What follows belongs to an exercise in optimizing a design on an open flow for small area, a short achievable clock period and few clock cycles per item; a production flow would make more cautious choices. Function was checked by simulation only, so behaviour that the tests miss may differ from the original.

==> flow/design.v <==
package aesKeyPkg;
	typedef logic [31:0] word32;  
	typedef logic [127:0] aesKey128;  
	typedef logic [1407:0] expandedKey;  
	typedef logic [3:0] roundIndex;
	typedef logic [7:0] rconByte;
	localparam roundIndex numRounds = 4'd10;
	localparam int numWords = 14;
endpackage
`timescale 1ns/1ps
module sboxLookup(input [31:0] inWord, output [31:0] outWord);
  localparam [2047:0] SBOX = {
		128'h637c777bf26b6fc53001672bfed7ab76, 128'hca82c97dfa5947f0add4a2af9ca472c0,
		128'hb7fd9326363ff7cc34a5e5f171d83115, 128'h04c723c31896059a071280e2eb27b275,
		128'h09832c1a1b6e5aa0523bd6b329e32f84, 128'h53d100ed20fcb15b6acbbe394a4c58cf,
		128'hd0efaafb434d338545f9027f503c9fa8, 128'h51a3408f929d38f5bcb6da2110fff3d2,
		128'hcd0c13ec5f974417c4a77e3d645d1973, 128'h60814fdc222a908846eeb814de5e0bdb,
		128'he0323a0a4906245cc2d3ac629195e479, 128'he7c8376d8dd54ea96c56f4ea657aae08,
		128'hba78252e1ca6b4c6e8dd741f4bbd8b8a, 128'h703eb5664803f60e613557b986c11d9e,
		128'he1f8981169d98e949b1e87e9ce5528df, 128'h8ca1890dbfe6426841992d0fb054bb16};
  genvar b;
  generate for (b=0;b<4;b=b+1) begin : g
    wire [7:0] x = inWord[8*b +: 8];
    assign outWord[8*b +: 8] = SBOX[2047 - 8*x -: 8];
  end endgenerate
endmodule
`timescale 1ns/1ps
module keyLoader (
	input logic [3:0][31:0] words,  
	input logic [3:0] round,  
	input aesKeyPkg::rconByte rcon,
	output aesKeyPkg::word32 prevWord  
);
	aesKeyPkg::word32 fix;
	always_comb
	begin
		case (round)
			4'd1: fix = words[0] ^ words[1] ^ words[2];  
			4'd2: fix = words[1];  
			4'd3: fix = words[2];  
			default: fix = '0;
		endcase
	end
	assign prevWord = words[3] ^ fix ^ {rcon, 24'h000000};
endmodule
`timescale 1ns/1ps
module roundKeyGenerator (
	input logic clock,
	input logic reset,
	input logic start,
	output logic shift,  
	output logic [3:0] round,  
	output aesKeyPkg::rconByte rcon,  
	output logic done
);
	logic running;
	aesKeyPkg::roundIndex count;  
	always_ff @(posedge clock)
	begin
		if (reset)
		begin
			running <= 1'b0;
			done <= 1'b0;
		end
		else if (start)
		begin
			running <= 1'b1;
			done <= 1'b0;
		end
		else if (running && count == aesKeyPkg::numRounds)
		begin
			running <= 1'b0;
			done <= 1'b1;
		end
	end
	always_ff @(posedge clock)
	begin
		if (start)
			count <= 4'd1;
		else if (running)
			count <= count + 4'd1;
	end
	always_comb
	begin
		case (count)
			4'd1: rcon = 8'h01;
			4'd2: rcon = 8'h02;
			4'd3: rcon = 8'h04;
			4'd4: rcon = 8'h08;
			4'd5: rcon = 8'h10;
			4'd6: rcon = 8'h20;
			4'd7: rcon = 8'h40;
			4'd8: rcon = 8'h80;
			4'd9: rcon = 8'h1b;
			4'd10: rcon = 8'h36;
			default: rcon = 8'h00;
		endcase
	end
	assign shift = running;
	assign round = count;
endmodule
`timescale 1ns/1ps
module keyScheduleStore (
	input logic clock,
	input logic start,
	input logic shift,
	input logic [3:0][31:0] loadWords,
	input aesKeyPkg::word32 nextWord,
	output logic [13:0][31:0] words
);
	always_ff @(posedge clock)
	begin
		if (start)
			words[3:0] <= loadWords;
		else if (shift)
			words[3:0] <= {words[2:0], nextWord};
	end
	always_ff @(posedge clock)
	begin
		if (shift)
			words[13:4] <= words[12:3];
	end
endmodule
`timescale 1ns/1ps
module keyExpansionTop (
	input logic clock,
	input logic reset,
	input logic start,
	input aesKeyPkg::aesKey128 cipherKey,
	output aesKeyPkg::expandedKey keyExp,
	output logic keyExpDone
);
	logic [13:0][31:0] words;  
	aesKeyPkg::word32 subWord;
	aesKeyPkg::word32 prevWord;
	aesKeyPkg::word32 nextWord;
	aesKeyPkg::rconByte rcon;
	logic [3:0] round;
	logic shift;
	roundKeyGenerator control (
		.clock(clock),
		.reset(reset),
		.start(start),
		.shift(shift),
		.round(round),
		.rcon(rcon),
		.done(keyExpDone)
	);
	keyLoader tap (
		.words(words[3:0]),
		.round(round),
		.rcon(rcon),
		.prevWord(prevWord)
	);
	sboxLookup sbox (
		.inWord({words[0][23:0], words[0][31:24]}),
		.outWord(subWord)
	);
	assign nextWord = prevWord ^ subWord;
	keyScheduleStore store (
		.clock(clock),
		.start(start),
		.shift(shift),
		.loadWords(cipherKey),  
		.nextWord(nextWord),
		.words(words)
	);
	aesKeyPkg::word32 a [0:10];
	aesKeyPkg::word32 b [0:10];
	aesKeyPkg::word32 c [0:10];
	aesKeyPkg::word32 d [0:10];
	assign d[0] = words[10];
	assign c[0] = words[11];
	assign b[0] = words[12];
	assign a[0] = words[13];
	assign d[1] = words[9];
	assign c[1] = d[1] ^ d[0];
	assign b[1] = c[1] ^ c[0];
	assign a[1] = c[1] ^ (b[0] ^ c[0]);
	for (genvar r = 2; r <= 10; r++)
	begin : g_round
		assign d[r] = words[10 - r];
		assign c[r] = d[r] ^ d[r - 1];
		assign b[r] = d[r] ^ d[r - 2];
		assign a[r] = c[r] ^ c[r - 2];
	end
	for (genvar r = 0; r <= 10; r++)
	begin : g_out
		assign keyExp[1407 - 128 * r -: 128] = {a[r], b[r], c[r], d[r]};
	end
endmodule
==> flow/flow/run.sh <==
#!/bin/bash
# The standard layout, with the smallest buffer on every input and output
# port instead of the one buffer_ports picks by default, and gate sizing
# free to change a cell's footprint.
set -euo pipefail
bash standard.sh "BUFFER_PORTS_ARGS=-buffer_cell sky130_fd_sc_hd__buf_1" MATCH_CELL_FOOTPRINT=0 SETUP_SLACK_MARGIN=5.6 "IO_CONSTRAINTS=$(pwd)/flow/pins.tcl" "PLACE_PINS_ARGS=-min_distance 1 -min_distance_in_tracks" finish > standard_flow.log 2>&1
==> flow/flow/pins.tcl <==
# generated by gen/mkpins.py: one edge region per bit slice
set_io_pin_constraint -region bottom:6.00-62.00 -pin_names [list {keyExp[1376]} {keyExp[1344]} {keyExp[1312]} {keyExp[1280]} {keyExp[1248]} {keyExp[1216]} {keyExp[1184]} {keyExp[1152]} {keyExp[1120]} {keyExp[1088]} {keyExp[1056]} {keyExp[1024]} {keyExp[992]} {keyExp[960]} {keyExp[928]} {keyExp[896]} {keyExp[864]} {keyExp[832]} {keyExp[800]} {keyExp[768]} {keyExp[736]} {keyExp[704]} {keyExp[672]} {keyExp[640]} {keyExp[608]} {keyExp[576]} {keyExp[544]} {keyExp[512]} {keyExp[480]} {keyExp[448]} {keyExp[416]} {keyExp[384]} {keyExp[352]} {keyExp[320]} {keyExp[288]} {keyExp[256]} {keyExp[224]} {keyExp[192]} {keyExp[160]} {keyExp[128]} {keyExp[96]} {keyExp[64]} {keyExp[32]} {keyExp[0]} {cipherKey[96]} {cipherKey[64]} {cipherKey[32]} {cipherKey[0]}]
set_io_pin_constraint -region bottom:62.00-118.00 -pin_names [list {keyExp[1377]} {keyExp[1345]} {keyExp[1313]} {keyExp[1281]} {keyExp[1249]} {keyExp[1217]} {keyExp[1185]} {keyExp[1153]} {keyExp[1121]} {keyExp[1089]} {keyExp[1057]} {keyExp[1025]} {keyExp[993]} {keyExp[961]} {keyExp[929]} {keyExp[897]} {keyExp[865]} {keyExp[833]} {keyExp[801]} {keyExp[769]} {keyExp[737]} {keyExp[705]} {keyExp[673]} {keyExp[641]} {keyExp[609]} {keyExp[577]} {keyExp[545]} {keyExp[513]} {keyExp[481]} {keyExp[449]} {keyExp[417]} {keyExp[385]} {keyExp[353]} {keyExp[321]} {keyExp[289]} {keyExp[257]} {keyExp[225]} {keyExp[193]} {keyExp[161]} {keyExp[129]} {keyExp[97]} {keyExp[65]} {keyExp[33]} {keyExp[1]} {cipherKey[97]} {cipherKey[65]} {cipherKey[33]} {cipherKey[1]}]
set_io_pin_constraint -region bottom:118.00-174.00 -pin_names [list {keyExp[1378]} {keyExp[1346]} {keyExp[1314]} {keyExp[1282]} {keyExp[1250]} {keyExp[1218]} {keyExp[1186]} {keyExp[1154]} {keyExp[1122]} {keyExp[1090]} {keyExp[1058]} {keyExp[1026]} {keyExp[994]} {keyExp[962]} {keyExp[930]} {keyExp[898]} {keyExp[866]} {keyExp[834]} {keyExp[802]} {keyExp[770]} {keyExp[738]} {keyExp[706]} {keyExp[674]} {keyExp[642]} {keyExp[610]} {keyExp[578]} {keyExp[546]} {keyExp[514]} {keyExp[482]} {keyExp[450]} {keyExp[418]} {keyExp[386]} {keyExp[354]} {keyExp[322]} {keyExp[290]} {keyExp[258]} {keyExp[226]} {keyExp[194]} {keyExp[162]} {keyExp[130]} {keyExp[98]} {keyExp[66]} {keyExp[34]} {keyExp[2]} {cipherKey[98]} {cipherKey[66]} {cipherKey[34]} {cipherKey[2]}]
set_io_pin_constraint -region bottom:174.00-230.00 -pin_names [list {keyExp[1379]} {keyExp[1347]} {keyExp[1315]} {keyExp[1283]} {keyExp[1251]} {keyExp[1219]} {keyExp[1187]} {keyExp[1155]} {keyExp[1123]} {keyExp[1091]} {keyExp[1059]} {keyExp[1027]} {keyExp[995]} {keyExp[963]} {keyExp[931]} {keyExp[899]} {keyExp[867]} {keyExp[835]} {keyExp[803]} {keyExp[771]} {keyExp[739]} {keyExp[707]} {keyExp[675]} {keyExp[643]} {keyExp[611]} {keyExp[579]} {keyExp[547]} {keyExp[515]} {keyExp[483]} {keyExp[451]} {keyExp[419]} {keyExp[387]} {keyExp[355]} {keyExp[323]} {keyExp[291]} {keyExp[259]} {keyExp[227]} {keyExp[195]} {keyExp[163]} {keyExp[131]} {keyExp[99]} {keyExp[67]} {keyExp[35]} {keyExp[3]} {cipherKey[99]} {cipherKey[67]} {cipherKey[35]} {cipherKey[3]}]
set_io_pin_constraint -region bottom:230.00-286.00 -pin_names [list {keyExp[1380]} {keyExp[1348]} {keyExp[1316]} {keyExp[1284]} {keyExp[1252]} {keyExp[1220]} {keyExp[1188]} {keyExp[1156]} {keyExp[1124]} {keyExp[1092]} {keyExp[1060]} {keyExp[1028]} {keyExp[996]} {keyExp[964]} {keyExp[932]} {keyExp[900]} {keyExp[868]} {keyExp[836]} {keyExp[804]} {keyExp[772]} {keyExp[740]} {keyExp[708]} {keyExp[676]} {keyExp[644]} {keyExp[612]} {keyExp[580]} {keyExp[548]} {keyExp[516]} {keyExp[484]} {keyExp[452]} {keyExp[420]} {keyExp[388]} {keyExp[356]} {keyExp[324]} {keyExp[292]} {keyExp[260]} {keyExp[228]} {keyExp[196]} {keyExp[164]} {keyExp[132]} {keyExp[100]} {keyExp[68]} {keyExp[36]} {keyExp[4]} {cipherKey[100]} {cipherKey[68]} {cipherKey[36]} {cipherKey[4]}]
set_io_pin_constraint -region bottom:286.00-342.00 -pin_names [list {keyExp[1381]} {keyExp[1349]} {keyExp[1317]} {keyExp[1285]} {keyExp[1253]} {keyExp[1221]} {keyExp[1189]} {keyExp[1157]} {keyExp[1125]} {keyExp[1093]} {keyExp[1061]} {keyExp[1029]} {keyExp[997]} {keyExp[965]} {keyExp[933]} {keyExp[901]} {keyExp[869]} {keyExp[837]} {keyExp[805]} {keyExp[773]} {keyExp[741]} {keyExp[709]} {keyExp[677]} {keyExp[645]} {keyExp[613]} {keyExp[581]} {keyExp[549]} {keyExp[517]} {keyExp[485]} {keyExp[453]} {keyExp[421]} {keyExp[389]} {keyExp[357]} {keyExp[325]} {keyExp[293]} {keyExp[261]} {keyExp[229]} {keyExp[197]} {keyExp[165]} {keyExp[133]} {keyExp[101]} {keyExp[69]} {keyExp[37]} {keyExp[5]} {cipherKey[101]} {cipherKey[69]} {cipherKey[37]} {cipherKey[5]}]
set_io_pin_constraint -region bottom:342.00-398.00 -pin_names [list {keyExp[1382]} {keyExp[1350]} {keyExp[1318]} {keyExp[1286]} {keyExp[1254]} {keyExp[1222]} {keyExp[1190]} {keyExp[1158]} {keyExp[1126]} {keyExp[1094]} {keyExp[1062]} {keyExp[1030]} {keyExp[998]} {keyExp[966]} {keyExp[934]} {keyExp[902]} {keyExp[870]} {keyExp[838]} {keyExp[806]} {keyExp[774]} {keyExp[742]} {keyExp[710]} {keyExp[678]} {keyExp[646]} {keyExp[614]} {keyExp[582]} {keyExp[550]} {keyExp[518]} {keyExp[486]} {keyExp[454]} {keyExp[422]} {keyExp[390]} {keyExp[358]} {keyExp[326]} {keyExp[294]} {keyExp[262]} {keyExp[230]} {keyExp[198]} {keyExp[166]} {keyExp[134]} {keyExp[102]} {keyExp[70]} {keyExp[38]} {keyExp[6]} {cipherKey[102]} {cipherKey[70]} {cipherKey[38]} {cipherKey[6]}]
set_io_pin_constraint -region bottom:398.00-454.00 -pin_names [list {keyExp[1383]} {keyExp[1351]} {keyExp[1319]} {keyExp[1287]} {keyExp[1255]} {keyExp[1223]} {keyExp[1191]} {keyExp[1159]} {keyExp[1127]} {keyExp[1095]} {keyExp[1063]} {keyExp[1031]} {keyExp[999]} {keyExp[967]} {keyExp[935]} {keyExp[903]} {keyExp[871]} {keyExp[839]} {keyExp[807]} {keyExp[775]} {keyExp[743]} {keyExp[711]} {keyExp[679]} {keyExp[647]} {keyExp[615]} {keyExp[583]} {keyExp[551]} {keyExp[519]} {keyExp[487]} {keyExp[455]} {keyExp[423]} {keyExp[391]} {keyExp[359]} {keyExp[327]} {keyExp[295]} {keyExp[263]} {keyExp[231]} {keyExp[199]} {keyExp[167]} {keyExp[135]} {keyExp[103]} {keyExp[71]} {keyExp[39]} {keyExp[7]} {cipherKey[103]} {cipherKey[71]} {cipherKey[39]} {cipherKey[7]}]
set_io_pin_constraint -region right:6.00-62.00 -pin_names [list {keyExp[1384]} {keyExp[1352]} {keyExp[1320]} {keyExp[1288]} {keyExp[1256]} {keyExp[1224]} {keyExp[1192]} {keyExp[1160]} {keyExp[1128]} {keyExp[1096]} {keyExp[1064]} {keyExp[1032]} {keyExp[1000]} {keyExp[968]} {keyExp[936]} {keyExp[904]} {keyExp[872]} {keyExp[840]} {keyExp[808]} {keyExp[776]} {keyExp[744]} {keyExp[712]} {keyExp[680]} {keyExp[648]} {keyExp[616]} {keyExp[584]} {keyExp[552]} {keyExp[520]} {keyExp[488]} {keyExp[456]} {keyExp[424]} {keyExp[392]} {keyExp[360]} {keyExp[328]} {keyExp[296]} {keyExp[264]} {keyExp[232]} {keyExp[200]} {keyExp[168]} {keyExp[136]} {keyExp[104]} {keyExp[72]} {keyExp[40]} {keyExp[8]} {cipherKey[104]} {cipherKey[72]} {cipherKey[40]} {cipherKey[8]}]
set_io_pin_constraint -region right:62.00-118.00 -pin_names [list {keyExp[1385]} {keyExp[1353]} {keyExp[1321]} {keyExp[1289]} {keyExp[1257]} {keyExp[1225]} {keyExp[1193]} {keyExp[1161]} {keyExp[1129]} {keyExp[1097]} {keyExp[1065]} {keyExp[1033]} {keyExp[1001]} {keyExp[969]} {keyExp[937]} {keyExp[905]} {keyExp[873]} {keyExp[841]} {keyExp[809]} {keyExp[777]} {keyExp[745]} {keyExp[713]} {keyExp[681]} {keyExp[649]} {keyExp[617]} {keyExp[585]} {keyExp[553]} {keyExp[521]} {keyExp[489]} {keyExp[457]} {keyExp[425]} {keyExp[393]} {keyExp[361]} {keyExp[329]} {keyExp[297]} {keyExp[265]} {keyExp[233]} {keyExp[201]} {keyExp[169]} {keyExp[137]} {keyExp[105]} {keyExp[73]} {keyExp[41]} {keyExp[9]} {cipherKey[105]} {cipherKey[73]} {cipherKey[41]} {cipherKey[9]}]
set_io_pin_constraint -region right:118.00-174.00 -pin_names [list {keyExp[1386]} {keyExp[1354]} {keyExp[1322]} {keyExp[1290]} {keyExp[1258]} {keyExp[1226]} {keyExp[1194]} {keyExp[1162]} {keyExp[1130]} {keyExp[1098]} {keyExp[1066]} {keyExp[1034]} {keyExp[1002]} {keyExp[970]} {keyExp[938]} {keyExp[906]} {keyExp[874]} {keyExp[842]} {keyExp[810]} {keyExp[778]} {keyExp[746]} {keyExp[714]} {keyExp[682]} {keyExp[650]} {keyExp[618]} {keyExp[586]} {keyExp[554]} {keyExp[522]} {keyExp[490]} {keyExp[458]} {keyExp[426]} {keyExp[394]} {keyExp[362]} {keyExp[330]} {keyExp[298]} {keyExp[266]} {keyExp[234]} {keyExp[202]} {keyExp[170]} {keyExp[138]} {keyExp[106]} {keyExp[74]} {keyExp[42]} {keyExp[10]} {cipherKey[106]} {cipherKey[74]} {cipherKey[42]} {cipherKey[10]}]
set_io_pin_constraint -region right:174.00-230.00 -pin_names [list {keyExp[1387]} {keyExp[1355]} {keyExp[1323]} {keyExp[1291]} {keyExp[1259]} {keyExp[1227]} {keyExp[1195]} {keyExp[1163]} {keyExp[1131]} {keyExp[1099]} {keyExp[1067]} {keyExp[1035]} {keyExp[1003]} {keyExp[971]} {keyExp[939]} {keyExp[907]} {keyExp[875]} {keyExp[843]} {keyExp[811]} {keyExp[779]} {keyExp[747]} {keyExp[715]} {keyExp[683]} {keyExp[651]} {keyExp[619]} {keyExp[587]} {keyExp[555]} {keyExp[523]} {keyExp[491]} {keyExp[459]} {keyExp[427]} {keyExp[395]} {keyExp[363]} {keyExp[331]} {keyExp[299]} {keyExp[267]} {keyExp[235]} {keyExp[203]} {keyExp[171]} {keyExp[139]} {keyExp[107]} {keyExp[75]} {keyExp[43]} {keyExp[11]} {cipherKey[107]} {cipherKey[75]} {cipherKey[43]} {cipherKey[11]}]
set_io_pin_constraint -region right:230.00-286.00 -pin_names [list {keyExp[1388]} {keyExp[1356]} {keyExp[1324]} {keyExp[1292]} {keyExp[1260]} {keyExp[1228]} {keyExp[1196]} {keyExp[1164]} {keyExp[1132]} {keyExp[1100]} {keyExp[1068]} {keyExp[1036]} {keyExp[1004]} {keyExp[972]} {keyExp[940]} {keyExp[908]} {keyExp[876]} {keyExp[844]} {keyExp[812]} {keyExp[780]} {keyExp[748]} {keyExp[716]} {keyExp[684]} {keyExp[652]} {keyExp[620]} {keyExp[588]} {keyExp[556]} {keyExp[524]} {keyExp[492]} {keyExp[460]} {keyExp[428]} {keyExp[396]} {keyExp[364]} {keyExp[332]} {keyExp[300]} {keyExp[268]} {keyExp[236]} {keyExp[204]} {keyExp[172]} {keyExp[140]} {keyExp[108]} {keyExp[76]} {keyExp[44]} {keyExp[12]} {cipherKey[108]} {cipherKey[76]} {cipherKey[44]} {cipherKey[12]}]
set_io_pin_constraint -region right:286.00-342.00 -pin_names [list {keyExp[1389]} {keyExp[1357]} {keyExp[1325]} {keyExp[1293]} {keyExp[1261]} {keyExp[1229]} {keyExp[1197]} {keyExp[1165]} {keyExp[1133]} {keyExp[1101]} {keyExp[1069]} {keyExp[1037]} {keyExp[1005]} {keyExp[973]} {keyExp[941]} {keyExp[909]} {keyExp[877]} {keyExp[845]} {keyExp[813]} {keyExp[781]} {keyExp[749]} {keyExp[717]} {keyExp[685]} {keyExp[653]} {keyExp[621]} {keyExp[589]} {keyExp[557]} {keyExp[525]} {keyExp[493]} {keyExp[461]} {keyExp[429]} {keyExp[397]} {keyExp[365]} {keyExp[333]} {keyExp[301]} {keyExp[269]} {keyExp[237]} {keyExp[205]} {keyExp[173]} {keyExp[141]} {keyExp[109]} {keyExp[77]} {keyExp[45]} {keyExp[13]} {cipherKey[109]} {cipherKey[77]} {cipherKey[45]} {cipherKey[13]}]
set_io_pin_constraint -region right:342.00-398.00 -pin_names [list {keyExp[1390]} {keyExp[1358]} {keyExp[1326]} {keyExp[1294]} {keyExp[1262]} {keyExp[1230]} {keyExp[1198]} {keyExp[1166]} {keyExp[1134]} {keyExp[1102]} {keyExp[1070]} {keyExp[1038]} {keyExp[1006]} {keyExp[974]} {keyExp[942]} {keyExp[910]} {keyExp[878]} {keyExp[846]} {keyExp[814]} {keyExp[782]} {keyExp[750]} {keyExp[718]} {keyExp[686]} {keyExp[654]} {keyExp[622]} {keyExp[590]} {keyExp[558]} {keyExp[526]} {keyExp[494]} {keyExp[462]} {keyExp[430]} {keyExp[398]} {keyExp[366]} {keyExp[334]} {keyExp[302]} {keyExp[270]} {keyExp[238]} {keyExp[206]} {keyExp[174]} {keyExp[142]} {keyExp[110]} {keyExp[78]} {keyExp[46]} {keyExp[14]} {cipherKey[110]} {cipherKey[78]} {cipherKey[46]} {cipherKey[14]}]
set_io_pin_constraint -region right:398.00-454.00 -pin_names [list {keyExp[1391]} {keyExp[1359]} {keyExp[1327]} {keyExp[1295]} {keyExp[1263]} {keyExp[1231]} {keyExp[1199]} {keyExp[1167]} {keyExp[1135]} {keyExp[1103]} {keyExp[1071]} {keyExp[1039]} {keyExp[1007]} {keyExp[975]} {keyExp[943]} {keyExp[911]} {keyExp[879]} {keyExp[847]} {keyExp[815]} {keyExp[783]} {keyExp[751]} {keyExp[719]} {keyExp[687]} {keyExp[655]} {keyExp[623]} {keyExp[591]} {keyExp[559]} {keyExp[527]} {keyExp[495]} {keyExp[463]} {keyExp[431]} {keyExp[399]} {keyExp[367]} {keyExp[335]} {keyExp[303]} {keyExp[271]} {keyExp[239]} {keyExp[207]} {keyExp[175]} {keyExp[143]} {keyExp[111]} {keyExp[79]} {keyExp[47]} {keyExp[15]} {cipherKey[111]} {cipherKey[79]} {cipherKey[47]} {cipherKey[15]}]
set_io_pin_constraint -region top:398.00-454.00 -pin_names [list {keyExp[1392]} {keyExp[1360]} {keyExp[1328]} {keyExp[1296]} {keyExp[1264]} {keyExp[1232]} {keyExp[1200]} {keyExp[1168]} {keyExp[1136]} {keyExp[1104]} {keyExp[1072]} {keyExp[1040]} {keyExp[1008]} {keyExp[976]} {keyExp[944]} {keyExp[912]} {keyExp[880]} {keyExp[848]} {keyExp[816]} {keyExp[784]} {keyExp[752]} {keyExp[720]} {keyExp[688]} {keyExp[656]} {keyExp[624]} {keyExp[592]} {keyExp[560]} {keyExp[528]} {keyExp[496]} {keyExp[464]} {keyExp[432]} {keyExp[400]} {keyExp[368]} {keyExp[336]} {keyExp[304]} {keyExp[272]} {keyExp[240]} {keyExp[208]} {keyExp[176]} {keyExp[144]} {keyExp[112]} {keyExp[80]} {keyExp[48]} {keyExp[16]} {cipherKey[112]} {cipherKey[80]} {cipherKey[48]} {cipherKey[16]}]
set_io_pin_constraint -region top:342.00-398.00 -pin_names [list {keyExp[1393]} {keyExp[1361]} {keyExp[1329]} {keyExp[1297]} {keyExp[1265]} {keyExp[1233]} {keyExp[1201]} {keyExp[1169]} {keyExp[1137]} {keyExp[1105]} {keyExp[1073]} {keyExp[1041]} {keyExp[1009]} {keyExp[977]} {keyExp[945]} {keyExp[913]} {keyExp[881]} {keyExp[849]} {keyExp[817]} {keyExp[785]} {keyExp[753]} {keyExp[721]} {keyExp[689]} {keyExp[657]} {keyExp[625]} {keyExp[593]} {keyExp[561]} {keyExp[529]} {keyExp[497]} {keyExp[465]} {keyExp[433]} {keyExp[401]} {keyExp[369]} {keyExp[337]} {keyExp[305]} {keyExp[273]} {keyExp[241]} {keyExp[209]} {keyExp[177]} {keyExp[145]} {keyExp[113]} {keyExp[81]} {keyExp[49]} {keyExp[17]} {cipherKey[113]} {cipherKey[81]} {cipherKey[49]} {cipherKey[17]}]
set_io_pin_constraint -region top:286.00-342.00 -pin_names [list {keyExp[1394]} {keyExp[1362]} {keyExp[1330]} {keyExp[1298]} {keyExp[1266]} {keyExp[1234]} {keyExp[1202]} {keyExp[1170]} {keyExp[1138]} {keyExp[1106]} {keyExp[1074]} {keyExp[1042]} {keyExp[1010]} {keyExp[978]} {keyExp[946]} {keyExp[914]} {keyExp[882]} {keyExp[850]} {keyExp[818]} {keyExp[786]} {keyExp[754]} {keyExp[722]} {keyExp[690]} {keyExp[658]} {keyExp[626]} {keyExp[594]} {keyExp[562]} {keyExp[530]} {keyExp[498]} {keyExp[466]} {keyExp[434]} {keyExp[402]} {keyExp[370]} {keyExp[338]} {keyExp[306]} {keyExp[274]} {keyExp[242]} {keyExp[210]} {keyExp[178]} {keyExp[146]} {keyExp[114]} {keyExp[82]} {keyExp[50]} {keyExp[18]} {cipherKey[114]} {cipherKey[82]} {cipherKey[50]} {cipherKey[18]}]
set_io_pin_constraint -region top:230.00-286.00 -pin_names [list {keyExp[1395]} {keyExp[1363]} {keyExp[1331]} {keyExp[1299]} {keyExp[1267]} {keyExp[1235]} {keyExp[1203]} {keyExp[1171]} {keyExp[1139]} {keyExp[1107]} {keyExp[1075]} {keyExp[1043]} {keyExp[1011]} {keyExp[979]} {keyExp[947]} {keyExp[915]} {keyExp[883]} {keyExp[851]} {keyExp[819]} {keyExp[787]} {keyExp[755]} {keyExp[723]} {keyExp[691]} {keyExp[659]} {keyExp[627]} {keyExp[595]} {keyExp[563]} {keyExp[531]} {keyExp[499]} {keyExp[467]} {keyExp[435]} {keyExp[403]} {keyExp[371]} {keyExp[339]} {keyExp[307]} {keyExp[275]} {keyExp[243]} {keyExp[211]} {keyExp[179]} {keyExp[147]} {keyExp[115]} {keyExp[83]} {keyExp[51]} {keyExp[19]} {cipherKey[115]} {cipherKey[83]} {cipherKey[51]} {cipherKey[19]}]
set_io_pin_constraint -region top:174.00-230.00 -pin_names [list {keyExp[1396]} {keyExp[1364]} {keyExp[1332]} {keyExp[1300]} {keyExp[1268]} {keyExp[1236]} {keyExp[1204]} {keyExp[1172]} {keyExp[1140]} {keyExp[1108]} {keyExp[1076]} {keyExp[1044]} {keyExp[1012]} {keyExp[980]} {keyExp[948]} {keyExp[916]} {keyExp[884]} {keyExp[852]} {keyExp[820]} {keyExp[788]} {keyExp[756]} {keyExp[724]} {keyExp[692]} {keyExp[660]} {keyExp[628]} {keyExp[596]} {keyExp[564]} {keyExp[532]} {keyExp[500]} {keyExp[468]} {keyExp[436]} {keyExp[404]} {keyExp[372]} {keyExp[340]} {keyExp[308]} {keyExp[276]} {keyExp[244]} {keyExp[212]} {keyExp[180]} {keyExp[148]} {keyExp[116]} {keyExp[84]} {keyExp[52]} {keyExp[20]} {cipherKey[116]} {cipherKey[84]} {cipherKey[52]} {cipherKey[20]}]
set_io_pin_constraint -region top:118.00-174.00 -pin_names [list {keyExp[1397]} {keyExp[1365]} {keyExp[1333]} {keyExp[1301]} {keyExp[1269]} {keyExp[1237]} {keyExp[1205]} {keyExp[1173]} {keyExp[1141]} {keyExp[1109]} {keyExp[1077]} {keyExp[1045]} {keyExp[1013]} {keyExp[981]} {keyExp[949]} {keyExp[917]} {keyExp[885]} {keyExp[853]} {keyExp[821]} {keyExp[789]} {keyExp[757]} {keyExp[725]} {keyExp[693]} {keyExp[661]} {keyExp[629]} {keyExp[597]} {keyExp[565]} {keyExp[533]} {keyExp[501]} {keyExp[469]} {keyExp[437]} {keyExp[405]} {keyExp[373]} {keyExp[341]} {keyExp[309]} {keyExp[277]} {keyExp[245]} {keyExp[213]} {keyExp[181]} {keyExp[149]} {keyExp[117]} {keyExp[85]} {keyExp[53]} {keyExp[21]} {cipherKey[117]} {cipherKey[85]} {cipherKey[53]} {cipherKey[21]}]
set_io_pin_constraint -region top:62.00-118.00 -pin_names [list {keyExp[1398]} {keyExp[1366]} {keyExp[1334]} {keyExp[1302]} {keyExp[1270]} {keyExp[1238]} {keyExp[1206]} {keyExp[1174]} {keyExp[1142]} {keyExp[1110]} {keyExp[1078]} {keyExp[1046]} {keyExp[1014]} {keyExp[982]} {keyExp[950]} {keyExp[918]} {keyExp[886]} {keyExp[854]} {keyExp[822]} {keyExp[790]} {keyExp[758]} {keyExp[726]} {keyExp[694]} {keyExp[662]} {keyExp[630]} {keyExp[598]} {keyExp[566]} {keyExp[534]} {keyExp[502]} {keyExp[470]} {keyExp[438]} {keyExp[406]} {keyExp[374]} {keyExp[342]} {keyExp[310]} {keyExp[278]} {keyExp[246]} {keyExp[214]} {keyExp[182]} {keyExp[150]} {keyExp[118]} {keyExp[86]} {keyExp[54]} {keyExp[22]} {cipherKey[118]} {cipherKey[86]} {cipherKey[54]} {cipherKey[22]}]
set_io_pin_constraint -region top:6.00-62.00 -pin_names [list {keyExp[1399]} {keyExp[1367]} {keyExp[1335]} {keyExp[1303]} {keyExp[1271]} {keyExp[1239]} {keyExp[1207]} {keyExp[1175]} {keyExp[1143]} {keyExp[1111]} {keyExp[1079]} {keyExp[1047]} {keyExp[1015]} {keyExp[983]} {keyExp[951]} {keyExp[919]} {keyExp[887]} {keyExp[855]} {keyExp[823]} {keyExp[791]} {keyExp[759]} {keyExp[727]} {keyExp[695]} {keyExp[663]} {keyExp[631]} {keyExp[599]} {keyExp[567]} {keyExp[535]} {keyExp[503]} {keyExp[471]} {keyExp[439]} {keyExp[407]} {keyExp[375]} {keyExp[343]} {keyExp[311]} {keyExp[279]} {keyExp[247]} {keyExp[215]} {keyExp[183]} {keyExp[151]} {keyExp[119]} {keyExp[87]} {keyExp[55]} {keyExp[23]} {cipherKey[119]} {cipherKey[87]} {cipherKey[55]} {cipherKey[23]}]
set_io_pin_constraint -region left:398.00-454.00 -pin_names [list {keyExp[1400]} {keyExp[1368]} {keyExp[1336]} {keyExp[1304]} {keyExp[1272]} {keyExp[1240]} {keyExp[1208]} {keyExp[1176]} {keyExp[1144]} {keyExp[1112]} {keyExp[1080]} {keyExp[1048]} {keyExp[1016]} {keyExp[984]} {keyExp[952]} {keyExp[920]} {keyExp[888]} {keyExp[856]} {keyExp[824]} {keyExp[792]} {keyExp[760]} {keyExp[728]} {keyExp[696]} {keyExp[664]} {keyExp[632]} {keyExp[600]} {keyExp[568]} {keyExp[536]} {keyExp[504]} {keyExp[472]} {keyExp[440]} {keyExp[408]} {keyExp[376]} {keyExp[344]} {keyExp[312]} {keyExp[280]} {keyExp[248]} {keyExp[216]} {keyExp[184]} {keyExp[152]} {keyExp[120]} {keyExp[88]} {keyExp[56]} {keyExp[24]} {cipherKey[120]} {cipherKey[88]} {cipherKey[56]} {cipherKey[24]}]
set_io_pin_constraint -region left:342.00-398.00 -pin_names [list {keyExp[1401]} {keyExp[1369]} {keyExp[1337]} {keyExp[1305]} {keyExp[1273]} {keyExp[1241]} {keyExp[1209]} {keyExp[1177]} {keyExp[1145]} {keyExp[1113]} {keyExp[1081]} {keyExp[1049]} {keyExp[1017]} {keyExp[985]} {keyExp[953]} {keyExp[921]} {keyExp[889]} {keyExp[857]} {keyExp[825]} {keyExp[793]} {keyExp[761]} {keyExp[729]} {keyExp[697]} {keyExp[665]} {keyExp[633]} {keyExp[601]} {keyExp[569]} {keyExp[537]} {keyExp[505]} {keyExp[473]} {keyExp[441]} {keyExp[409]} {keyExp[377]} {keyExp[345]} {keyExp[313]} {keyExp[281]} {keyExp[249]} {keyExp[217]} {keyExp[185]} {keyExp[153]} {keyExp[121]} {keyExp[89]} {keyExp[57]} {keyExp[25]} {cipherKey[121]} {cipherKey[89]} {cipherKey[57]} {cipherKey[25]}]
set_io_pin_constraint -region left:286.00-342.00 -pin_names [list {keyExp[1402]} {keyExp[1370]} {keyExp[1338]} {keyExp[1306]} {keyExp[1274]} {keyExp[1242]} {keyExp[1210]} {keyExp[1178]} {keyExp[1146]} {keyExp[1114]} {keyExp[1082]} {keyExp[1050]} {keyExp[1018]} {keyExp[986]} {keyExp[954]} {keyExp[922]} {keyExp[890]} {keyExp[858]} {keyExp[826]} {keyExp[794]} {keyExp[762]} {keyExp[730]} {keyExp[698]} {keyExp[666]} {keyExp[634]} {keyExp[602]} {keyExp[570]} {keyExp[538]} {keyExp[506]} {keyExp[474]} {keyExp[442]} {keyExp[410]} {keyExp[378]} {keyExp[346]} {keyExp[314]} {keyExp[282]} {keyExp[250]} {keyExp[218]} {keyExp[186]} {keyExp[154]} {keyExp[122]} {keyExp[90]} {keyExp[58]} {keyExp[26]} {cipherKey[122]} {cipherKey[90]} {cipherKey[58]} {cipherKey[26]}]
set_io_pin_constraint -region left:230.00-286.00 -pin_names [list {keyExp[1403]} {keyExp[1371]} {keyExp[1339]} {keyExp[1307]} {keyExp[1275]} {keyExp[1243]} {keyExp[1211]} {keyExp[1179]} {keyExp[1147]} {keyExp[1115]} {keyExp[1083]} {keyExp[1051]} {keyExp[1019]} {keyExp[987]} {keyExp[955]} {keyExp[923]} {keyExp[891]} {keyExp[859]} {keyExp[827]} {keyExp[795]} {keyExp[763]} {keyExp[731]} {keyExp[699]} {keyExp[667]} {keyExp[635]} {keyExp[603]} {keyExp[571]} {keyExp[539]} {keyExp[507]} {keyExp[475]} {keyExp[443]} {keyExp[411]} {keyExp[379]} {keyExp[347]} {keyExp[315]} {keyExp[283]} {keyExp[251]} {keyExp[219]} {keyExp[187]} {keyExp[155]} {keyExp[123]} {keyExp[91]} {keyExp[59]} {keyExp[27]} {cipherKey[123]} {cipherKey[91]} {cipherKey[59]} {cipherKey[27]}]
set_io_pin_constraint -region left:174.00-230.00 -pin_names [list {keyExp[1404]} {keyExp[1372]} {keyExp[1340]} {keyExp[1308]} {keyExp[1276]} {keyExp[1244]} {keyExp[1212]} {keyExp[1180]} {keyExp[1148]} {keyExp[1116]} {keyExp[1084]} {keyExp[1052]} {keyExp[1020]} {keyExp[988]} {keyExp[956]} {keyExp[924]} {keyExp[892]} {keyExp[860]} {keyExp[828]} {keyExp[796]} {keyExp[764]} {keyExp[732]} {keyExp[700]} {keyExp[668]} {keyExp[636]} {keyExp[604]} {keyExp[572]} {keyExp[540]} {keyExp[508]} {keyExp[476]} {keyExp[444]} {keyExp[412]} {keyExp[380]} {keyExp[348]} {keyExp[316]} {keyExp[284]} {keyExp[252]} {keyExp[220]} {keyExp[188]} {keyExp[156]} {keyExp[124]} {keyExp[92]} {keyExp[60]} {keyExp[28]} {cipherKey[124]} {cipherKey[92]} {cipherKey[60]} {cipherKey[28]}]
set_io_pin_constraint -region left:118.00-174.00 -pin_names [list {keyExp[1405]} {keyExp[1373]} {keyExp[1341]} {keyExp[1309]} {keyExp[1277]} {keyExp[1245]} {keyExp[1213]} {keyExp[1181]} {keyExp[1149]} {keyExp[1117]} {keyExp[1085]} {keyExp[1053]} {keyExp[1021]} {keyExp[989]} {keyExp[957]} {keyExp[925]} {keyExp[893]} {keyExp[861]} {keyExp[829]} {keyExp[797]} {keyExp[765]} {keyExp[733]} {keyExp[701]} {keyExp[669]} {keyExp[637]} {keyExp[605]} {keyExp[573]} {keyExp[541]} {keyExp[509]} {keyExp[477]} {keyExp[445]} {keyExp[413]} {keyExp[381]} {keyExp[349]} {keyExp[317]} {keyExp[285]} {keyExp[253]} {keyExp[221]} {keyExp[189]} {keyExp[157]} {keyExp[125]} {keyExp[93]} {keyExp[61]} {keyExp[29]} {cipherKey[125]} {cipherKey[93]} {cipherKey[61]} {cipherKey[29]}]
set_io_pin_constraint -region left:62.00-118.00 -pin_names [list {keyExp[1406]} {keyExp[1374]} {keyExp[1342]} {keyExp[1310]} {keyExp[1278]} {keyExp[1246]} {keyExp[1214]} {keyExp[1182]} {keyExp[1150]} {keyExp[1118]} {keyExp[1086]} {keyExp[1054]} {keyExp[1022]} {keyExp[990]} {keyExp[958]} {keyExp[926]} {keyExp[894]} {keyExp[862]} {keyExp[830]} {keyExp[798]} {keyExp[766]} {keyExp[734]} {keyExp[702]} {keyExp[670]} {keyExp[638]} {keyExp[606]} {keyExp[574]} {keyExp[542]} {keyExp[510]} {keyExp[478]} {keyExp[446]} {keyExp[414]} {keyExp[382]} {keyExp[350]} {keyExp[318]} {keyExp[286]} {keyExp[254]} {keyExp[222]} {keyExp[190]} {keyExp[158]} {keyExp[126]} {keyExp[94]} {keyExp[62]} {keyExp[30]} {cipherKey[126]} {cipherKey[94]} {cipherKey[62]} {cipherKey[30]}]
set_io_pin_constraint -region left:6.00-62.00 -pin_names [list {keyExp[1407]} {keyExp[1375]} {keyExp[1343]} {keyExp[1311]} {keyExp[1279]} {keyExp[1247]} {keyExp[1215]} {keyExp[1183]} {keyExp[1151]} {keyExp[1119]} {keyExp[1087]} {keyExp[1055]} {keyExp[1023]} {keyExp[991]} {keyExp[959]} {keyExp[927]} {keyExp[895]} {keyExp[863]} {keyExp[831]} {keyExp[799]} {keyExp[767]} {keyExp[735]} {keyExp[703]} {keyExp[671]} {keyExp[639]} {keyExp[607]} {keyExp[575]} {keyExp[543]} {keyExp[511]} {keyExp[479]} {keyExp[447]} {keyExp[415]} {keyExp[383]} {keyExp[351]} {keyExp[319]} {keyExp[287]} {keyExp[255]} {keyExp[223]} {keyExp[191]} {keyExp[159]} {keyExp[127]} {keyExp[95]} {keyExp[63]} {keyExp[31]} {cipherKey[127]} {cipherKey[95]} {cipherKey[63]} {cipherKey[31]}]
==> flow/standard.sh <==
#!/bin/bash
# synth_recipe.tcl (not shown) runs the flow's synth.tcl, then flattens the netlist and writes it again
# the make line also repeats each setting of config.mk as NAME=value (left out here)
make -C /OpenROAD-flow-scripts/flow DESIGN_CONFIG=/design/flow/config.mk WORK_HOME=/design/flow/orfs CLKGATE_MAP_FILE= SYNTH_SCRIPT=/design/flow/synth_recipe.tcl "${@:-finish}"
==> flow/config.mk <==
export PLATFORM = sky130hd
export DESIGN_NAME = keyExpansionTop
export DESIGN_NICKNAME = keyExpansionTop
export VERILOG_FILES = /design/flow/design.v
export SDC_FILE = /design/flow/constraint.sdc
export NUM_CORES = 4
export LEC_CHECK = 0
export ABC_AREA = 1
export CAP_MARGIN = 20
export CORE_AREA = 2 2 458 458
export CTS_BUF_LIST = sky130_fd_sc_hd__clkbuf_8
export DIE_AREA = 0 0 460 460
export SLEW_MARGIN = 20
==> flow/constraint.sdc <==
create_clock -name core_clock -period 10.0 [get_ports {clock}]
set_input_delay 2.0000 -clock core_clock [delete_from_list [all_inputs] [get_ports {clock}]]
set_output_delay 2.0000 -clock core_clock [all_outputs]
set_load 0.01 [all_outputs]
==> summary.txt, run 1 <==
Yosys
  – Post-synth ARST share: 0%
  – Yosys reg bits: 462
  – Dominant synthesized flop cell: edfxtp_1
  – Syn Area/Cell: 7.87 um2
  – Most frequent cell after synthesis: nand3_1
  – Post-synthesis sequential area ratio: 36.4%
  – Largest area contributor in the netlist: edfxtp_1
  – Yosys warns: 8
  – Top post-synthesis cells by area: edfxtp_1 (36%), xor2_1 (22%), nand3_1 (15%)
  – Syn Inst Count: 4787
  – Number of synthesized flops with an enable pin: 448
  – Synth top cells by count: nand3_1 (1148), nand2_1 (1125), xor2_1 (966)
  – Top-area cell type share of the netlist area: 35.7%
  – Synth cell types: 35
  – Mapped cell area: 37700 um2
  – Syn_nets: 4985

Timing
  – Fin. max-slew vios: 0
  – Final setup viols: 0
  – Clk_skew: 0.0570 ns
  – Fmax: 234 MHz
  – Final hold vios: 0
  – RSZ-0062 raised after global routing: true
  – Slew @ Worst Pin: 1.17 ns
  – Period utilization: 42.8%
  – Setup total negative slack: 0 ns
  – Minimum clock period: 4.28 ns
  – Worst hold slack: 0.461 ns
  – Slew margin rel.: 22.0%

Clock tree
  – CTS tree: done
  – Htree depth: 3
  – Clock Sinks: 462
  – Clock root buffer: clkbuf_8
  – Clk buf depth: 3
  – CTS Hold Bufs: 0
  – Clk pin slew, worst setup/hold paths: 0.06 ns
  – Clk latency of the worst-skew pair: 0.83 ns
  – Cts bufs inserted: 94

Placement
  – GPL Wtd Cong: 0.965
  – Placed Cells: 8765
  – Number of port buffers: 1539
  – Placed wire-length estimate: 119000 um

Global routing
  – GRT Resource Usage Total: 14.5%
  – Vias in the first global route: 36700
  – Largest net degree at the start of global routing: 111
  – Total gr overflow: 0
  – First-pass GRT wire length: 236000 um
  – Initial antenna violation count: 10

Floorplanning
  – Number of top-level pins: 1540
  – Die height: 460 um
  – Die X: 460 um
  – Starting Density: 18.2%
  – Die area: 212000 um2
  – Num rows: 167
  – Core region area: 207000 um2

Final layout
  – Area of the multi-input gates: 21800 um2
  – Register area: 13700 um2
  – Non-filler cells, final: 8975
  – Fraction of layout cells with a size suffix above 1: 4.72%
  – Area growth, synth to finish: 28.6%
  – Filler cell count: 22800
  – Final Core Density: 23.4%
  – Nets: 6388

Setup path
  – Critical path, cell by cell: xor2_2 > xor2_1 > xor2_1 > buf_1
  – CP max stage delay: 0.52 ns
  – R2R setup slack: 6.00 ns
  – Kind of critical path: reg -> out
  – Critical Path Start Type: flip-flop
  – Most frequent CP cell: xor2_1
  – Reg2reg end: store.words[7]
  – Arr. time, crit path: 2.28 ns
  – Crit-path max FO: 5
  – CP startpoint: store.words[292]
  – Req. time, crit path: 8.00 ns
  – Critical Path Sink Type: output port
  – Worst r2r path cells: 8
  – FF-to-FF Start: control.count[3]
  – CP max stage cell: edfxtp_1

Route
  – Vias: 41300
  – DRT Pass-1 Iters: 9
  – Via density: 4.60
  – Antenna-violating nets left: 0
  – Drt drc: 0
  – Final WL: 168000 um
  – Number of DRC markers in iteration 0: 5294
  – WL/cell: 18.7 um

Status
  – Outcome: finished clean

Worst hold path
  – Min-delay src: control.done
  – Hold Path Depth: 2
  – Hold EP: control.done
  – Min-Delay Path Class: reg -> reg

Flow run
  – MaxCap Viol Count: 0
==> layer usage <==
metal / vias to the layer above / share of wire [%] / track usage [%]
li1: 18800 / - / -
met1: 19100 / 41 / 18.9
met2: 2909 / 44 / 22.7
met3: 474 / 11 / 3.64
met4: 6 / 3.7 / 5.83
met5: - / 0.023 / 0
==> state kept, by name (all words and copies together) (netlist names) <==
| name | flops |
|---|---|
| control.count | 4 |
| control.running | 1 |
| control.done | 1 |
| tap.rcon | 8 |
| store.words | 448 |
==> through the flow <==
| step | setup WS [ns] | area (um2) |
|---|---|---|
| floorplan | 5.72 | 37700 |
| global placement | 5.39 | 45900 |
| detailed placement | 5.39 | 45900 |
| CTS | 5.60 | 48300 |
| global route | 5.57 | 48500 |
| finish | 5.72 | 48500 |
==> worst max-delay path, delay by kind of cell (launching register included) <==
kind	cells	cell delay [ns]
xor+xnor	3	0.76
flops	1	0.52
buf+inv	1	0.18
==> layout by cell type, fill, tap and decap left out, types with 2 or more instances in the layout <==
cell           n
a21oi_1       98
a31oi_1        5
buf_1       1538
buf_12        10
buf_4         65
buf_6          5
buf_8          2
bufinv_16     10
clkbuf_16      2
clkbuf_8      96
clkinv_1      28
clkinv_2      16
clkinv_4       2
clkinv_8       4
clkinvlp_4    12
dfxtp_1       13
diode_2        4
edfxtp_1     448
ha_1          66
inv_1        231
inv_2         13
inv_4          2
nand2_1     1123
nand2_2       13
nand2_4        2
nand3_1     1148
nand3b_1       2
nand4_1       14
nor2_1       138
nor3_1         2
o211ai_1      31
o21ai_0      124
o22ai_1       14
or2_2          7
xor2_1       942
xor2_2        24
==> final cells by class <==
type / instances / area share, %
antenna: 4 / 0.0206
clock buffer: 94 / 2.67
clock inverter: 79 / 1.36
inverter: 241 / 1.97
multi-input combinational: 3765 / 45.0
sequential: 462 / 28.3
tap: 2704 / 6.98
timing repair buffer: 1625 / 13.7
timing repair inverter: 1 / 0.0103
==> worst max-delay path by stage <==
stage | endpoint | slack [ns]
global route | keyExp[99] | 5.57
finish | keyExp[1252] | 5.72
detailed placement | store.words[10] | 5.39
CTS | keyExp[1260] | 5.60
floorplan | store.words[0] | 5.72
global placement | store.words[10] | 5.39
==> cell families (layout without fill, tap and decap cells) <==
| logic type | count (synthesis) | count (layout) | share of synthesized area [%] |
|---|---|---|---|
| buffers and inverters | 560 | 2040 | 6.30 |
| flip-flops | 462 | 462 | 36.4 |
| XOR/XNOR | 967 | 967 | 22.5 |
| other | 0 | 4 | 0 |
| adder cells (fa/ha/maj) | 67 | 67 | 2.22 |
| AO/OA/AOI/OAI | 275 | 275 | 3.94 |
| AND/OR/NAND/NOR | 2456 | 2456 | 28.6 |
==> repair_timing <==
item	CTS	global route
pin swaps	0	1
setup endpoints to repair	57	21
setup buffers	17	13
resized for setup	63	15
gates cloned	1	2
Testbench counts, summed over its fixed seeds: cycles 8,800, keys 800.
==> inputs of run 2 (changes only) <==
--- a/flow/config.mk
+++ b/flow/config.mk
@@ -8,6 +8,5 @@
 export ABC_AREA = 1
 export CAP_MARGIN = 20
 export CORE_AREA = 2 2 458 458
-export CTS_BUF_LIST = sky130_fd_sc_hd__clkbuf_8
 export DIE_AREA = 0 0 460 460
 export SLEW_MARGIN = 20
==> summary.txt, run 2 <==
Status
  – Outcome: finished clean (unchanged)

Final layout
  – Area of the multi-input gates: 21600 um2 (was 21800 um2)
  – Largest register FFs: 448 (unchanged)
  – Register area: 13700 um2 (unchanged)
  – Area growth, synth to finish: 27.3% (was 28.6%)
  – Filler cell count: 22900 (was 22800)
  – Fraction of layout cells with a size suffix above 1: 3.39% (was 4.72%)
  – Most frequent cells in the layout: buf_1 (1538), nand3_1 (1148), nand2_1 (1123), xor2_1 (966), edfxtp_1 (448) (was buf_1 (1538), nand3_1 (1148), nand2_1 (1123), xor2_1 (942), edfxtp_1 (448))
  – Nets: 6339 (was 6388)
  – Top reg by flops: store.words (unchanged)
  – Commonest non-fill, non-tap cell in the layout: buf_1 (unchanged)

Yosys
  – Post-synth ARST share: 0% (unchanged)
  – Number of synthesized flops with an enable pin: 448 (unchanged)
  – Yosys reg bits: 462 (unchanged)
  – Syn_nets: 4985 (unchanged)
  – Syn Area/Cell: 7.87 um2 (unchanged)
  – Syn Inst Count: 4787 (unchanged)
  – Post-synthesis sequential area ratio: 36.4% (unchanged)
  – Yosys warns: 8 (unchanged)
  – Top-area cell type share of the netlist area: 35.7% (unchanged)
  – Largest area contributor in the netlist: edfxtp_1 (unchanged)
  – Mapped cell area: 37700 um2 (unchanged)
  – Synth top cells by count: nand3_1 (1148), nand2_1 (1125), xor2_1 (966) (unchanged)
  – Top post-synthesis cells by area: edfxtp_1 (36%), xor2_1 (22%), nand3_1 (15%) (unchanged)
  – Dominant synthesized flop cell: edfxtp_1 (unchanged)
  – Synth cell types: 35 (unchanged)
  – Most frequent cell after synthesis: nand3_1 (unchanged)

Flow run
  – MaxCap Viol Count: 0 (unchanged)

Timing
  – Fmax: 237 MHz (was 234 MHz)
  – Final hold vios: 0 (unchanged)
  – Clk_skew: 0.0261 ns (was 0.0570 ns)
  – Fin. max-slew vios: 0 (unchanged)
  – Setup total negative slack: 0 ns (unchanged)
  – RSZ-0062 raised after global routing: false (was true)
  – Slew @ Worst Pin: 0.998 ns (was 1.17 ns)
  – Minimum clock period: 4.23 ns (was 4.28 ns)
  – Final setup viols: 0 (unchanged)
  – Slew margin rel.: 33.3% (was 22.0%)
  – Period utilization: 42.3% (was 42.8%)

Setup path
  – Kind of critical path: reg -> out (unchanged)
  – Req. time, crit path: 8.00 ns (about the same)
  – Critical Path Start Type: flip-flop (unchanged)
  – Critical Path Sink Type: output port (unchanged)
  – Worst r2r path cells: 8 (unchanged)
  – Critical path, cell by cell: buf_4 > xor2_1 > xor2_1 > buf_1 (was xor2_2 > xor2_1 > xor2_1 > buf_1)
  – Arr. time, crit path: 2.23 ns (was 2.28 ns)
  – Most frequent CP cell: xor2_1 (unchanged)
  – CP max stage cell: buf_4 (was edfxtp_1)
  – CP max stage delay: 0.48 ns (was 0.52 ns)
  – Crit-path max FO: 40 (was 5)

Route
  – Via density: 4.59 (was 4.60)
  – Drt drc: 0 (unchanged)
  – Final WL: 166000 um (was 168000 um)
  – WL/cell: 18.6 um (was 18.7 um)
  – Number of DRC markers in iteration 0: 5171 (was 5294)
  – DRT Pass-1 Iters: 6 (was 9)
  – Antenna-violating nets left: 0 (unchanged)
  – Vias: 40800 (was 41300)

Floorplanning
  – Num rows: 167 (unchanged)
  – Starting Density: 18.2% (unchanged)
  – Die X: 460 um (unchanged)
  – Die height: 460 um (unchanged)
  – Die area: 212000 um2 (unchanged)
  – Core region area: 207000 um2 (unchanged)
  – Number of top-level pins: 1540 (unchanged)

Placement
  – GPL Wtd Cong: 0.965 (unchanged)
  – Number of port buffers: 1539 (unchanged)
  – Placed wire-length estimate: 119000 um (unchanged)

Clock tree
  – Clock Sinks: 462 (unchanged)
  – CTS Hold Bufs: 0 (unchanged)
  – Htree depth: 2 (was 3)
  – Clock root buffer: clkbuf_16 (was clkbuf_8)
  – Cts bufs inserted: 60 (was 94)
  – CTS tree: done (unchanged)
  – Clk latency of the worst-skew pair: 0.67 ns (was 0.83 ns)
  – Clk buf depth: 3 (unchanged)
  – Clk pin slew, worst setup/hold paths: 0.06 ns (about the same)

Global routing
  – Largest net degree at the start of global routing: 111 (unchanged)
  – First-pass GRT wire length: 235000 um (was 236000 um)
  – Total gr overflow: 0 (unchanged)
  – Vias in the first global route: 36400 (was 36700)
  – GRT Resource Usage Total: 14.3% (was 14.5%)
  – Initial antenna violation count: 11 (was 10)

Worst hold path
  – Min-Delay Path Class: reg -> reg (unchanged)
  – Hold Path Depth: 2 (unchanged)
==> run 2: changes by cell type in the layout (fill, tap and decap cells not counted), moves of 7 or more <==
| cell | before | now |
|---|---|---|
| xor2_1 | 942 | 966 |
| buf_4 | 65 | 57 |
| xor2_2 | 24 | 0 |
| clkbuf_1 | 0 | 11 |
| clkbuf_16 | 2 | 61 |
| inv_1 | 231 | 212 |
| clkbuf_8 | 96 | 3 |
| clkinv_1 | 28 | 21 |
==> run 2: cell families after synthesis <==
kind of cell,synth area share (%)
adders and majority gates,2.22
DFF,36.4
xor gates and xnor gates,22.5
and+or+nand+nor,28.6
AOI/OAI and AO/OA,3.94
buffers and inverters,6.30
==> run 2: repair_timing <==
action	4_1_cts	5_1_grt
resized for setup	13	8
setup endpoints to repair	23	10
gates cloned	1	0
buffers inserted	12	5
==> run 2: layout make-up <==
cell class | instances | share of cell area, %
multi-input combinational | 3765 | 45.1
sequential | 462 | 28.6
timing repair buffer | 1610 | 13.4
tap | 2704 | 7.05
clock buffer | 74 | 3.32
inverter | 241 | 1.95
clock inverter | 37 | 0.620
antenna | 3 | 0.0156
timing repair inverter | 1 | 0.0104
==> run 2: stage by stage <==
step	worst slack [ns]	area (um2)	util, %	hold slack (ns)	cells
global route	5.60	48000	23.2	0.469	8895
detailed placement	5.39	45900	22.2	0.456	8765
finish	5.77	48000	23.2	0.462	8897
global placement	5.39	45900	22.2	0.457	8765
CTS	5.60	47900	23.2	0.467	8889
floorplan	5.72	37700	-	0.474	4787
==> run 2: final timing paths <==
check / from / endpoint / slack (ns)
worst min-delay path: control.done / control.done / 0.46
worst max-delay path: store.words[21] / keyExp[117] / 5.77
worst max register to register: control.count[3] / store.words[6] / 6.04
worst min register to register: control.done / control.done / 0.46
==> run 2: worst max-delay path, delay by kind of cell (launching register included) <==
kind,cells,cell delay (ns)
xor gates and xnor gates,2,0.45
buffers and inverters,2,0.67
DFF,1,0.41
==> run 2: layer usage <==
metal / track usage [%] / vias to the layer above / part of all wire (%)
met4: 5.26 / 6 / 3.3
met2: 22.5 / 2783 / 45
met1: 18.9 / 19000 / 42
li1: - / 18700 / -
met3: 3.43 / 407 / 10
met5: 0 / - / 0.025
==> inputs of run 3 (changes only) <==
--- a/flow/design.v
+++ b/flow/design.v
@@ -27,21 +27,34 @@
 `timescale 1ns/1ps
 module keyLoader (
 	input logic [3:0][31:0] words,  
-	input logic [3:0] round,  
-	input aesKeyPkg::rconByte rcon,
-	output aesKeyPkg::word32 prevWord  
-);
-	aesKeyPkg::word32 fix;
+	input logic [2:0] step,
+	input aesKeyPkg::rconByte rconOdd,
+	input aesKeyPkg::rconByte rconEven,
+	output aesKeyPkg::word32 prevOdd,  
+	output aesKeyPkg::word32 prevEven  
+);
+	aesKeyPkg::word32 fixOdd, fixEven;
 	always_comb
 	begin
-		case (round)
-			4'd1: fix = words[0] ^ words[1] ^ words[2];  
-			4'd2: fix = words[1];  
-			4'd3: fix = words[2];  
-			default: fix = '0;
+		fixOdd = '0;
+		fixEven = '0;
+		case (step)
+			3'd1:
+			begin
+				fixOdd = words[0] ^ words[1] ^ words[2];  
+				fixEven = words[0];  
+			end
+			3'd2:
+			begin
+				fixOdd = words[2];  
+			end
+			default:
+			begin
+			end
 		endcase
 	end
-	assign prevWord = words[3] ^ fix ^ {rcon, 24'h000000};
+	assign prevOdd = words[3] ^ fixOdd ^ {rconOdd, 24'h000000};
+	assign prevEven = words[2] ^ fixEven ^ {rconEven, 24'h000000};
 endmodule
 `timescale 1ns/1ps
 module roundKeyGenerator (
@@ -49,12 +62,13 @@
 	input logic reset,
 	input logic start,
 	output logic shift,  
-	output logic [3:0] round,  
-	output aesKeyPkg::rconByte rcon,  
+	output logic [2:0] step,  
+	output aesKeyPkg::rconByte rconOdd,  
+	output aesKeyPkg::rconByte rconEven,  
 	output logic done
 );
 	logic running;
-	aesKeyPkg::roundIndex count;  
+	logic [2:0] count;
 	always_ff @(posedge clock)
 	begin
 		if (reset)
@@ -67,7 +81,7 @@
 			running <= 1'b1;
 			done <= 1'b0;
 		end
-		else if (running && count == aesKeyPkg::numRounds)
+		else if (running && count == 3'd5)
 		begin
 			running <= 1'b0;
 			done <= 1'b1;
@@ -76,28 +90,23 @@
 	always_ff @(posedge clock)
 	begin
 		if (start)
-			count <= 4'd1;
+			count <= 3'd1;
 		else if (running)
-			count <= count + 4'd1;
+			count <= count + 3'd1;
 	end
 	always_comb
 	begin
 		case (count)
-			4'd1: rcon = 8'h01;
-			4'd2: rcon = 8'h02;
-			4'd3: rcon = 8'h04;
-			4'd4: rcon = 8'h08;
-			4'd5: rcon = 8'h10;
-			4'd6: rcon = 8'h20;
-			4'd7: rcon = 8'h40;
-			4'd8: rcon = 8'h80;
-			4'd9: rcon = 8'h1b;
-			4'd10: rcon = 8'h36;
-			default: rcon = 8'h00;
+			3'd1: {rconOdd, rconEven} = 16'h0102;
+			3'd2: {rconOdd, rconEven} = 16'h0408;
+			3'd3: {rconOdd, rconEven} = 16'h1020;
+			3'd4: {rconOdd, rconEven} = 16'h4080;
+			3'd5: {rconOdd, rconEven} = 16'h1b36;
+			default: {rconOdd, rconEven} = 16'h0000;
 		endcase
 	end
 	assign shift = running;
-	assign round = count;
+	assign step = count;
 endmodule
 `timescale 1ns/1ps
 module keyScheduleStore (
@@ -105,7 +114,8 @@
 	input logic start,
 	input logic shift,
 	input logic [3:0][31:0] loadWords,
-	input aesKeyPkg::word32 nextWord,
+	input aesKeyPkg::word32 nextOdd,  
+	input aesKeyPkg::word32 nextEven,  
 	output logic [13:0][31:0] words
 );
 	always_ff @(posedge clock)
@@ -113,12 +123,12 @@
 		if (start)
 			words[3:0] <= loadWords;
 		else if (shift)
-			words[3:0] <= {words[2:0], nextWord};
+			words[3:0] <= {words[1:0], nextOdd, nextEven};
 	end
 	always_ff @(posedge clock)
 	begin
 		if (shift)
-			words[13:4] <= words[12:3];
+			words[13:4] <= words[11:2];
 	end
 endmodule
 `timescale 1ns/1ps
@@ -131,38 +141,47 @@
 	output logic keyExpDone
 );
 	logic [13:0][31:0] words;  
-	aesKeyPkg::word32 subWord;
-	aesKeyPkg::word32 prevWord;
-	aesKeyPkg::word32 nextWord;
-	aesKeyPkg::rconByte rcon;
-	logic [3:0] round;
+	aesKeyPkg::word32 subOdd, subEven;
+	aesKeyPkg::word32 prevOdd, prevEven;
+	aesKeyPkg::word32 nextOdd, nextEven;
+	aesKeyPkg::rconByte rconOdd, rconEven;
+	logic [2:0] step;
 	logic shift;
 	roundKeyGenerator control (
 		.clock(clock),
 		.reset(reset),
 		.start(start),
 		.shift(shift),
-		.round(round),
-		.rcon(rcon),
+		.step(step),
+		.rconOdd(rconOdd),
+		.rconEven(rconEven),
 		.done(keyExpDone)
 	);
 	keyLoader tap (
 		.words(words[3:0]),
-		.round(round),
-		.rcon(rcon),
-		.prevWord(prevWord)
-	);
-	sboxLookup sbox (
+		.step(step),
+		.rconOdd(rconOdd),
+		.rconEven(rconEven),
+		.prevOdd(prevOdd),
+		.prevEven(prevEven)
+	);
+	sboxLookup sboxOdd (
 		.inWord({words[0][23:0], words[0][31:24]}),
-		.outWord(subWord)
-	);
-	assign nextWord = prevWord ^ subWord;
+		.outWord(subOdd)
+	);
+	assign nextOdd = prevOdd ^ subOdd;
+	sboxLookup sboxEven (
+		.inWord({nextOdd[23:0], nextOdd[31:24]}),
+		.outWord(subEven)
+	);
+	assign nextEven = prevEven ^ subEven;
 	keyScheduleStore store (
 		.clock(clock),
 		.start(start),
 		.shift(shift),
 		.loadWords(cipherKey),  
-		.nextWord(nextWord),
+		.nextOdd(nextOdd),
+		.nextEven(nextEven),
 		.words(words)
 	);
 	aesKeyPkg::word32 a [0:10];
==> flow/flow/run.sh (replaced) <==
#!/bin/bash
# The standard layout, with the smallest buffer on every input and output
# port instead of the one buffer_ports picks by default, and gate sizing
# free to change a cell's footprint.
set -euo pipefail
bash standard.sh "BUFFER_PORTS_ARGS=-buffer_cell sky130_fd_sc_hd__buf_1" MATCH_CELL_FOOTPRINT=0 SETUP_SLACK_MARGIN=4.6 "IO_CONSTRAINTS=$(pwd)/flow/pins.tcl" "PLACE_PINS_ARGS=-min_distance 1 -min_distance_in_tracks" finish > standard_flow.log 2>&1
==> summary.txt, run 3 <==
Status
  – Outcome: finished clean (unchanged)

Clock tree
  – Clk buf depth: 3 (unchanged)
  – CTS tree: done (unchanged)

Floorplanning
  – Die height: 460 um (unchanged)
  – Number of top-level pins: 1540 (unchanged)

Final layout
  – Commonest non-fill, non-tap cell in the layout: nand2_1 (was buf_1)
  – Fraction of layout cells with a size suffix above 1: 4.72% (was 3.39%)

Worst hold path
  – Min-Delay Path Class: reg -> reg (unchanged)
  – Min-delay src: control.count[0] (was control.done)

Yosys
  – Yosys warns: 8 (unchanged)
  – Post-synthesis sequential area ratio: 27.0% (was 36.4%)
  – Compound-cell area share of the yosys netlist: 6.99% (was 3.94%)
  – Most frequent cell after synthesis: nand2_1 (was nand3_1)
  – Top-area cell type share of the netlist area: 26.8% (was 35.7%)
  – Largest area contributor in the netlist: edfxtp_1 (unchanged)
  – Post-synth ARST share: 0% (unchanged)
  – Synth Area in Simple Gates: 37.1% (was 28.6%)
  – Xor/xnor share of the synthesized area: 18.3% (was 22.5%)

Timing
  – Period utilization: 52.1% (was 42.3%)
  – Final hold vios: 0 (unchanged)
  – Final worst setup slack: 4.79 ns (was 5.77 ns)
  – Clk_skew: 0.0340 ns (was 0.0261 ns)
  – Final setup viols: 0 (unchanged)
  – Slew margin rel.: 29.9% (was 33.3%)
  – Fmax: 192 MHz (was 237 MHz)

Route
  – Number of DRC markers in iteration 0: 8905 (was 5171)
  – WL/cell: 23.1 um (was 18.6 um)
  – Antenna-violating nets left: 0 (unchanged)

Global routing
  – Largest net degree at the start of global routing: 126 (was 111)

Placement
  – GPL Wtd Cong: 1.04 (was 0.965)

Setup path
  – Req. time, crit path: 10.44 ns (was 8.00 ns)
  – Critical Path Start Type: flip-flop (unchanged)
-- run 3: cell types whose count changed after synthesis, sizes merged, moves of 18 or more --
cell    delta
o21ai    +126
xor2      +29
ha        +49
xnor2     +48
a21oi     +87
inv      +102
buf      +139
o211ai    +56
nand3    +694
nor2     +135
nand2    +917
clkbuf    +18
-- run 3: timing repair --
action                     4_1_cts  5_1_grt
pin swaps                        0        0
resized for setup               18       64
setup buffers                    3        6
setup endpoints to repair       32       32
hold endpoints to repair         0        0
-- run 3: kinds of logic after synthesis --
kind of cell,count (synthesis)
AOI/OAI and AO/OA,610
DFF,453
xor gates and xnor gates,1044
buffers and inverters,820
adders and majority gates,116
and+or+nand+nor,4224
-- run 3: worst paths after layout --
| path | slack [ns] | cells past startpoint | endpoint |
|---|---|---|---|
| min | 0.52 | 1 | control.count[0] |
| min reg2reg | 0.52 | 1 | control.count[0] |
| max reg2reg | 4.79 | 24 | store.words[23] |
| max | 4.79 | 24 | store.words[23] |
-- run 3: per-stage QoR --
step                      hold slack [ns]  utilization [%]  instance area, um2
final                               0.522             28.9               59900
after floorplan                     0.472                -               50100
after CTS                           0.520             28.8               59600
after global placement              0.491             27.8               57500
after detailed placement            0.508             27.8               57500
after global routing                0.549             28.9               59900
-- run 3: area by class of cell --
class	count	area (um2)
clock inverters	44	468
inverters	344	1350
flip-flops and latches	453	13600
fillers	22900	147000
multi-input cells	5994	33000
well taps	2704	3380
repair buffers	1632	6580
diodes	5	12.5
clock buffers	65	1540
-- run 3: worst reg2reg max path, stage by stage (launching register included) --
cell and delay, ns:
edfxtp_1 0.37, clkinv_2 0.31, ha_2 0.43, nor2_1 0.40, nand2_1 0.14, nand2_1 0.08, nand2_1 0.13, nand2_1 0.14
o21ai_0 0.15, nand3_1 0.17, nand2_1 0.11, nand2_1 0.26, nand3_1 0.13, nand2_2 0.10, buf_6 0.33, inv_1 0.31
buf_4 0.32, a21oi_1 0.16, nand2_1 0.09, nand2_1 0.11, nand2_1 0.06, nand3_1 0.15, nand3_1 0.09, nand3_1 0.30
nand2_1 0.09
-- run 3: metal layers --
layer  up-vias  GRT usage, %  part of all wire (%)
li1      26800             -                     -
met1     27500          30.6                    41
met2      4255          34.9                    43
met3       680          5.18                    11
met4        12          9.71                   4.6
met5         -             0                 0.032
Testbench counts of run 3, summed over its fixed seeds: cycles 4,800, keys 800.

re-timing with driven ports:
No port has a modelled driver above. Below, the same layouts with a new extraction and two added sets of constraints. Step 1 sets driving cells, clkbuf_16 on the clock port and buf_2 on the other inputs (assumed; they add their load-dependent delay and slew). Step 2 also shifts input and output timing later by t, the mid clock arrival at the registers, as if the neighbouring blocks saw the same clock. Three values: ideal ports, drivers, drivers and shift; two values: the first two.
| run | t (ns) | slack for setup (ns) | worst setup path at the end | pins driven straight from the clock port |
|---|---|---|---|---|
| run 1 | 0.869 | 5.725 / 5.655 / 5.530 | input to register | 1 |
| run 2 | 0.738 | 5.772 / 5.699 / 5.509 | input to register | 1 |
| run 3 | 0.775 | 4.791 / 4.791 / 4.791 | register to register | 1 |
After both steps every run listed still meets setup and hold. The setup slack of run 2, which loses most, moves by -0.073 ns with the drivers and by -0.263 ns with both steps.
